What follows belongs to an exercise in optimizing a design on an open flow for small area, a short achievable clock period and few clock cycles per item; a production flow would make more cautious choices.
No functional check of the RTL was part of this run.
Power is estimated from default activity; no workload was simulated.

### design.v
package lsfws_pkg;
    localparam int WINDOW_SIZE = 5;
    localparam int MID_INDEX   = WINDOW_SIZE / 2;
    localparam int FILL_W      = $clog2(WINDOW_SIZE + 1);
    localparam int POS_W       = 32;
    localparam int SCORE_W     = 17;
    localparam int QUEUE_DEPTH = 2;
    localparam int QPTR_W      = (QUEUE_DEPTH > 1) ? $clog2(QUEUE_DEPTH) : 1;
    localparam int QCNT_W      = $clog2(QUEUE_DEPTH + 1);
    localparam int PADDR_W     = 3;
    localparam int PDATA_W     = 32;
    localparam logic [SCORE_W-1:0] THRESHOLD_RESET = 17'd64881;
    localparam logic FUNC_INSERT = 1'b0;
    localparam logic FUNC_FLUSH  = 1'b1;
    localparam logic [PADDR_W-3:0] REG_SCORE_THRESHOLD = '0;
    typedef logic [POS_W-1:0]   pos_t;
    typedef logic [SCORE_W-1:0] score_t;
    typedef struct packed {
        logic   func;
        pos_t   position;
        score_t score;
    } item_t;
    typedef struct packed {
        pos_t kept_position;
        logic last;
    } result_t;
    typedef struct packed {
        pos_t [WINDOW_SIZE-1:0] positions;
        logic [WINDOW_SIZE-1:0] mask;
    } job_t;
endpackage
module low_score_flank_window_selector
(
    input  logic               clk,
    input  logic               rst_n,
    input  logic               psel,
    input  logic               penable,
    input  logic               pwrite,
    input  logic [lsfws_pkg::PADDR_W-1:0] paddr,
    input  logic [lsfws_pkg::PDATA_W-1:0] pwdata,
    output logic [lsfws_pkg::PDATA_W-1:0] prdata,
    output logic               pready,
    input  logic               item_valid,
    output logic               item_stall,
    input  lsfws_pkg::item_t              item,
    output logic               result_valid,
    input  logic               result_stall,
    output lsfws_pkg::result_t            result
);
    localparam int SLOTS   = lsfws_pkg::WINDOW_SIZE;
    localparam int NSCORE  = 4;              
    localparam int SCORE_W = lsfws_pkg::SCORE_W;
    localparam int POS_W   = lsfws_pkg::POS_W;
    localparam int PDATA_W = lsfws_pkg::PDATA_W;
    lsfws_pkg::score_t              threshold_reg;
    logic [SLOTS-1:0][POS_W-1:0]    pos_reg;
    logic [SLOTS-1:0]               pend_reg;
    logic [SLOTS-1:0]               last_reg;
    logic [SLOTS-1:0]               kept_reg;
    logic [NSCORE-1:0][SCORE_W-1:0] score_reg;
    logic [NSCORE-1:0]              below_reg;    
    logic [2:0]                     fill_reg;
    logic                           stall_reg;
    logic                           out_valid_reg;
    lsfws_pkg::result_t             out_reg;
    assign pready = 1'b1;
    logic thr_write;
    logic thr_fresh_reg;           
    assign thr_write = psel && penable && pwrite && !paddr[2];
    always_ff @(posedge clk or negedge rst_n)
    begin
        if (!rst_n)
        begin
            threshold_reg <= lsfws_pkg::THRESHOLD_RESET;
            thr_fresh_reg <= 1'b0;
        end
        else
        begin
            if (thr_write)
                threshold_reg <= pwdata[SCORE_W-1:0];
            thr_fresh_reg <= thr_write;
        end
    end
    function automatic logic lt(input logic [SCORE_W-1:0] a, input logic [SCORE_W-1:0] b);
        logic l;
        logic e;
        l = 1'b0;
        e = 1'b1;
        for (int i = SCORE_W - 1; i >= 0; i--)
        begin
            l = l | (e & ~a[i] & b[i]);
            e = e & ~(a[i] ^ b[i]);
        end
        lt = l;
    endfunction
    assign prdata = paddr[2] ? '0 : PDATA_W'(threshold_reg);
    logic              accept;
    logic              insert;
    logic              flush;
    logic [NSCORE:0]   cmp;         
    logic [NSCORE-1:0] below_next;
    logic              full;
    logic              low;
    logic [SLOTS-1:0]  win;         
    logic [SLOTS-1:0]  kept_sh;     
    logic [SLOTS-1:0]  newp;        
    assign item_stall = (stall_reg && result_stall) || thr_fresh_reg;
    assign accept     = item_valid && !item_stall;
    assign insert     = accept && !item.func;
    assign flush      = accept && item.func;
    assign full       = (fill_reg == 3'd5);
    always_comb
    begin
        win = '0;
        if (item.func)
        begin
            kept_sh = kept_reg;
            for (int i = 0; i < SLOTS; i++)
                win[i] = (3'(i) < fill_reg);
            if (full)
                low = below_reg[1] | below_reg[0];
            else
                low = |(below_reg & win[NSCORE-1:0]);
        end
        else
        begin
            kept_sh = {kept_reg[SLOTS-2:0], 1'b0};
            for (int i = 0; i < SLOTS; i++)
                win[i] = (3'(i) <= fill_reg);
            if (full)
                low = below_reg[1];                          
            else if (fill_reg == 3'd4)
                low = below_reg[3] | below_reg[2] | below_reg[1];    
            else
                low = 1'b0;
        end
        newp = low ? (win & ~kept_sh) : '0;
    end
    always_comb
    begin
        cmp[0] = lt(item.score, threshold_reg);
        for (int i = 0; i < NSCORE; i++)
            cmp[i+1] = lt(score_reg[i], threshold_reg);
        below_next = insert ? cmp[NSCORE-1:0] : cmp[NSCORE:1];
    end
    logic [SLOTS-1:0] pick;        
    logic             load_out;
    logic [POS_W-1:0] pick_pos;
    logic             pick_last;
    always_comb
    begin
        pick = '0;
        for (int i = 0; i < SLOTS; i++)
            if (pend_reg[i])
            begin
                pick    = '0;
                pick[i] = 1'b1;
            end
        pick_pos  = '0;
        pick_last = 1'b0;
        for (int i = 0; i < SLOTS; i++)
        begin
            pick_pos  = pick_pos | (pick[i] ? pos_reg[i] : '0);
            pick_last = pick_last | (pick[i] & last_reg[i]);
        end
    end
    assign load_out = (|pend_reg) && (!out_valid_reg || !result_stall);
    logic [SLOTS-1:0] pend_left;
    logic [SLOTS-1:0] pend_next;
    logic             out_valid_next;
    assign pend_left = load_out ? (pend_reg & ~pick) : pend_reg;
    always_comb
    begin
        if (insert)
            pend_next = {pend_left[SLOTS-2:0], 1'b0} | newp;
        else if (flush)
            pend_next = pend_left | newp;
        else
            pend_next = pend_left;
        out_valid_next = load_out || (out_valid_reg && result_stall);
    end
    always_ff @(posedge clk or negedge rst_n)
    begin
        if (!rst_n)
        begin
            pend_reg      <= '0;
            fill_reg      <= '0;
            stall_reg     <= 1'b0;
            out_valid_reg <= 1'b0;
        end
        else
        begin
            pend_reg <= pend_next;
            if (insert && !full)
                fill_reg <= fill_reg + 3'd1;
            else if (flush)
                fill_reg <= '0;
            stall_reg     <= pend_next[SLOTS-1] && out_valid_next;
            out_valid_reg <= out_valid_next;
        end
    end
    always_ff @(posedge clk)
    begin
        if (insert)
        begin
            pos_reg   <= {pos_reg[SLOTS-2:0], item.position};
            last_reg  <= {last_reg[SLOTS-2:0], low};
            score_reg <= {score_reg[NSCORE-2:0], item.score};
            kept_reg  <= kept_sh | newp;
        end
        else if (flush)
        begin
            last_reg[0] <= last_reg[0] | newp[0];
            kept_reg    <= '0;
        end
        below_reg <= below_next;
        if (load_out)
            out_reg <= {pick_pos, pick_last};
    end
    assign result_valid = out_valid_reg;
    assign result       = out_reg;
endmodule
### run.sh
#!/bin/bash
# synth_recipe.tcl (not shown) runs the flow's synth.tcl, then flattens the netlist and writes it again
# the make line also repeats each setting of config.mk as NAME=value (left out here)
make -C /OpenROAD-flow-scripts/flow DESIGN_CONFIG=/design/flow/config.mk WORK_HOME=/design/flow/orfs CLKGATE_MAP_FILE= SYNTH_SCRIPT=/design/flow/synth_recipe.tcl finish
### config.mk
export PLATFORM = sky130hd
export DESIGN_NAME = low_score_flank_window_selector
export DESIGN_NICKNAME = low_score_flank_window_selector
export VERILOG_FILES = /design/flow/design.v
export SDC_FILE = /design/flow/constraint.sdc
export NUM_CORES = 4
export LEC_CHECK = 0
export CAP_MARGIN = 20
export CORE_MARGIN = 2
export CORE_UTILIZATION = 40
export SETUP_SLACK_MARGIN = 3
export SLEW_MARGIN = 20
### constraint.sdc
create_clock -name core_clock -period 5.5 [get_ports {clk}]
set_input_delay 1.1000 -clock core_clock [delete_from_list [all_inputs] [get_ports {clk}]]
set_output_delay 1.1000 -clock core_clock [all_outputs]
set_load 0.01 [all_outputs]
==> summary.txt <==
final cells by class:
| class | count | area (um2) | share of cell area |
|---|---|---|---|
| clock inverter | 13 | 101 | 0.00647 |
| clock buffer | 47 | 930 | 0.0593 |
| timing repair buffer | 153 | 1620 | 0.103 |
| multi-input combinational | 488 | 3380 | 0.215 |
| tap | 396 | 495 | 0.0316 |
| timing repair inverter | 1 | 20.0 | 0.00128 |
| sequential | 303 | 8930 | 0.570 |
| inverter | 39 | 196 | 0.0125 |
final timing paths:
kind	start	endpoint	cells after the start
setup reg to reg	threshold_reg[4]	below_reg[3]	7
setup / recovery	paddr[2]	prdata[0]	4
hold / removal	score_reg[0]	score_reg[17]	0
min in group asynchronous	rst_n	threshold_reg[7]	2
max in group asynchronous	rst_n	threshold_reg[5]	2
hold reg to reg	score_reg[0]	score_reg[17]	0
worst max-delay path: stages:
cell and delay [ps]:
buf_12 130, buf_12 140, nor2b_1 100, buf_2 130
logic make-up (layout without fill, tap and decap cells):
family	count (synthesis)	in the layout	synth area share
compound gates	225	225	0.127
xor+xnor	24	24	0.0169
fa+ha+maj	35	35	0.0308
buf+inv	91	253	0.0337
flops	303	303	0.720
mux	2	2	0.00161
other cells	2	16	0.000605
simple gates	186	186	0.0696
metrics by stage:
| stage | cells | total power (uW) | area (um2) | utilization | hold WS, ps |
|---|---|---|---|---|---|
| final | 1440 | 6300 | 15700 | 0.512 | 441 |
| after global routing | 1440 | 6600 | 15700 | 0.512 | 450 |
| after CTS | 1433 | 6340 | 15500 | 0.505 | 440 |
| after detailed placement | 1359 | 4170 | 14200 | 0.463 | 427 |
| after global placement | 1359 | 4150 | 14200 | 0.463 | 426 |
| after floorplan | 882 | 3670 | 12700 | - | 417 |
cell usage in the layout (no fill, tap or decap), drive strengths merged, types with 3 or more instances in the layout:
master / synthesis / final
a2111oi: 7 / 7
a211oi: 5 / 5
a21oi: 35 / 35
a221o: 33 / 33
a222oi: 3 / 3
a22o: 4 / 4
a22oi: 38 / 38
buf: 20 / 47
clkbuf: 32 / 47
clkdlybuf4s50: 0 / 77
clkinv: 3 / 13
clkinvlp: 0 / 7
conb: 2 / 16
dfrtp: 17 / 17
dfstp: 11 / 11
dfxtp: 4 / 4
dlygate4sd2: 0 / 9
dlymetal6s2s: 0 / 19
edfxtp: 271 / 271
ha: 9 / 9
inv: 36 / 32
maj3: 26 / 26
nand2: 76 / 76
nand2b: 18 / 18
nand3: 8 / 8
nor2: 45 / 45
nor2b: 13 / 13
nor3: 7 / 7
nor3b: 3 / 3
o211ai: 3 / 3
o21ai: 61 / 61
o21bai: 3 / 3
o221ai: 3 / 3
o22ai: 9 / 9
o31ai: 6 / 6
or3: 3 / 3
xnor2: 12 / 12
xor2: 12 / 12
power by group through the flow:
| stage | Combinational [uW] | Clock [uW] | Sequential [uW] |
|---|---|---|---|
| 2_1_floorplan | 665 | 0 | 3010 |
| 3_3_place_gp | 1130 | 0 | 3020 |
| 3_5_place_dp | 1140 | 0 | 3030 |
| 4_1_cts | 1200 | 2160 | 2970 |
| 5_1_grt | 1340 | 2260 | 3000 |
| 6_report | 1220 | 2120 | 2970 |
layer usage:
metal	global-route usage	routed length, um	part of all wire
met1	0.225	12000	0.45
met2	0.258	12400	0.47
met3	0.0350	1540	0.059
met4	0.0384	432	0.016
met5	0	12	0.00045
what timing repair did:
action | CTS | global route
endpoints found under the setup margin | 325 | 121
pin swaps | 6 | 5
resized for setup | 144 | 35
setup buffers | 10 | 6
gates cloned | 4 | 0
==> key figures <==
Die
  • Initial Utilization: 0.406
  • Rows: 64
  • Core footprint: 30600 um2
  • Ports: 160
  • Die area: 32400 um2
  • Die extent in x: 180 um
  • Chip Height: 180 um

Setup path
  • Worst path required time: 4400 ps
  • Worst Path Max Fanout: 5
  • CP Capture Type: primary output
  • Crit Path Category: in -> out
  • CP startpoint kind: input pin
  • WP data arrival: 1600 ps
  • Reg2reg setup slack: 3140 ps

Place
  • Detailed placement HPWL: 15600 um
  • Pre-CTS setup slack: 1900 ps
  • Placer Congestion: 0.795
  • Number of I/O port buffers: 126

Route
  • # DRC: 0
  • Via count: 7611
  • Routed wire per std cell: 18.3 um
  • Antenna viol nets, final: 0
  • Vias/cell: 5.29
  • Initial DRC count: 664
  • WL final: 26400 um
  • DRT Pass-1 Iters: 5

Synth
  • Fraction of registers with async set/reset: 0.0924
  • Register area share after synthesis: 0.720
  • Largest cells by area after synthesis: edfxtp_1 (66%), dfrtp_1 (3.4%), a221o_1 (2.7%), o21ai_0 (2.4%), dfstp_2 (2.3%)
  • Yosys top cell area share: 0.656
  • Synth cell count leaders: edfxtp_1 (271), nand2_1 (76), o21ai_0 (60)
  • Distinct cell type count after synthesis: 62
  • Mean post-synth cell area: 14.3 um2
  • Cell taking the most area after synthesis: edfxtp_1
  • Post-synth EDFFs: 271
  • Mapped cell area: 12400 um2
  • Mapped Cells: 868
  • Seq cells post-synth: 303
  • Synth warn: 1
  • Primary FF master, synth: edfxtp_1
  • Most common cell in the netlist: edfxtp_1

Status
  • Status: finished clean

GRT
  • Vias in the first global route: 7642
  • Initial antenna violation count: 1
  • Largest net degree at the start of global routing: 121
  • First-pass GRT wire length: 42000 um
  • Overflow after GRT: 0
  • Total Routing Usage GR: 0.161

Final layout
  • Largest register FFs: 160
  • # nets final: 1121
  • Ant diodes: 0
  • P&R area growth vs syn: 26.3%
  • Fill cells: 2542
  • Share of post-route cells with drive strength above 1: 0.162

Clock tree
  • Clock-pin slew on the worst setup and hold paths: 60 ps
  • H-tree depth: 2
  • Sink Count: 303
  • Root Driver: clkbuf_16
  • Inserted Clock Buffers: 34
  • Max Root-Sink Buffers: 3
  • CTS tree: yes
  • Hold Buf Count CTS: 0
  • Worst-Skew Late Latency: 510 ps

STA
  • Post-route clock period utilization: 0.490
  • Unrepaired setup endpoints after global routing: yes
  • Fin crit period: 2700 ps
  • # setup viols final: 0
  • Maximum clock rate: 0.371 GHz
  • Slew Viols, Final: 0
  • Clock skew: 10.9 ps
  • Setup TNS: 0 ps
  • Final hold viol count: 0
  • Min setup slack post-route: 2800 ps
  • Slew margin rel.: 0.511
  • Worst-margin pin slew: 733 ps

Power
  • Internal: 4610 uW
  • Pwr Density: 402 nW/um2
  • Sw Ratio: 0.269
  • Register share of total power: 0.471
  • Psw: 1690 uW
  • Combinational power share: 0.194
  • Clock Power Share: 0.336
  • LEAKAGE: 0.00556 uW
  • Peak supply drop: 0.200 mV

Flow run
  • MaxCap Viol Count: 0

Min path
  • Class of the tightest hold or removal check: reg -> reg

## static timing again, ports no longer ideal
How much do the figures lean on ideal ports? The routed layout below was timed once more, with nothing changed but the port constraints.
Step 1, drivers: a clkbuf_16 drives clk and a buf_2 each remaining input, both assumed.
Step 2, shift: input delay + t, output delay - t, t = (earliest + latest rising clock arrival at the registers) / 2. This alone moves slack from input paths to output paths.
a / b / c = no drivers / after step 1 / after step 2; a / b = the first two.
t (ns): 0.552
setup WS [ns]: 2.804 / 2.753 / 2.525
worst setup path at the end: input to register
worst slew at a driven data input, ns: 0.08
After both steps setup and hold are still met in this run. The setup slack of this run moves by -0.051 ns with the drivers and by -0.279 ns with both steps.
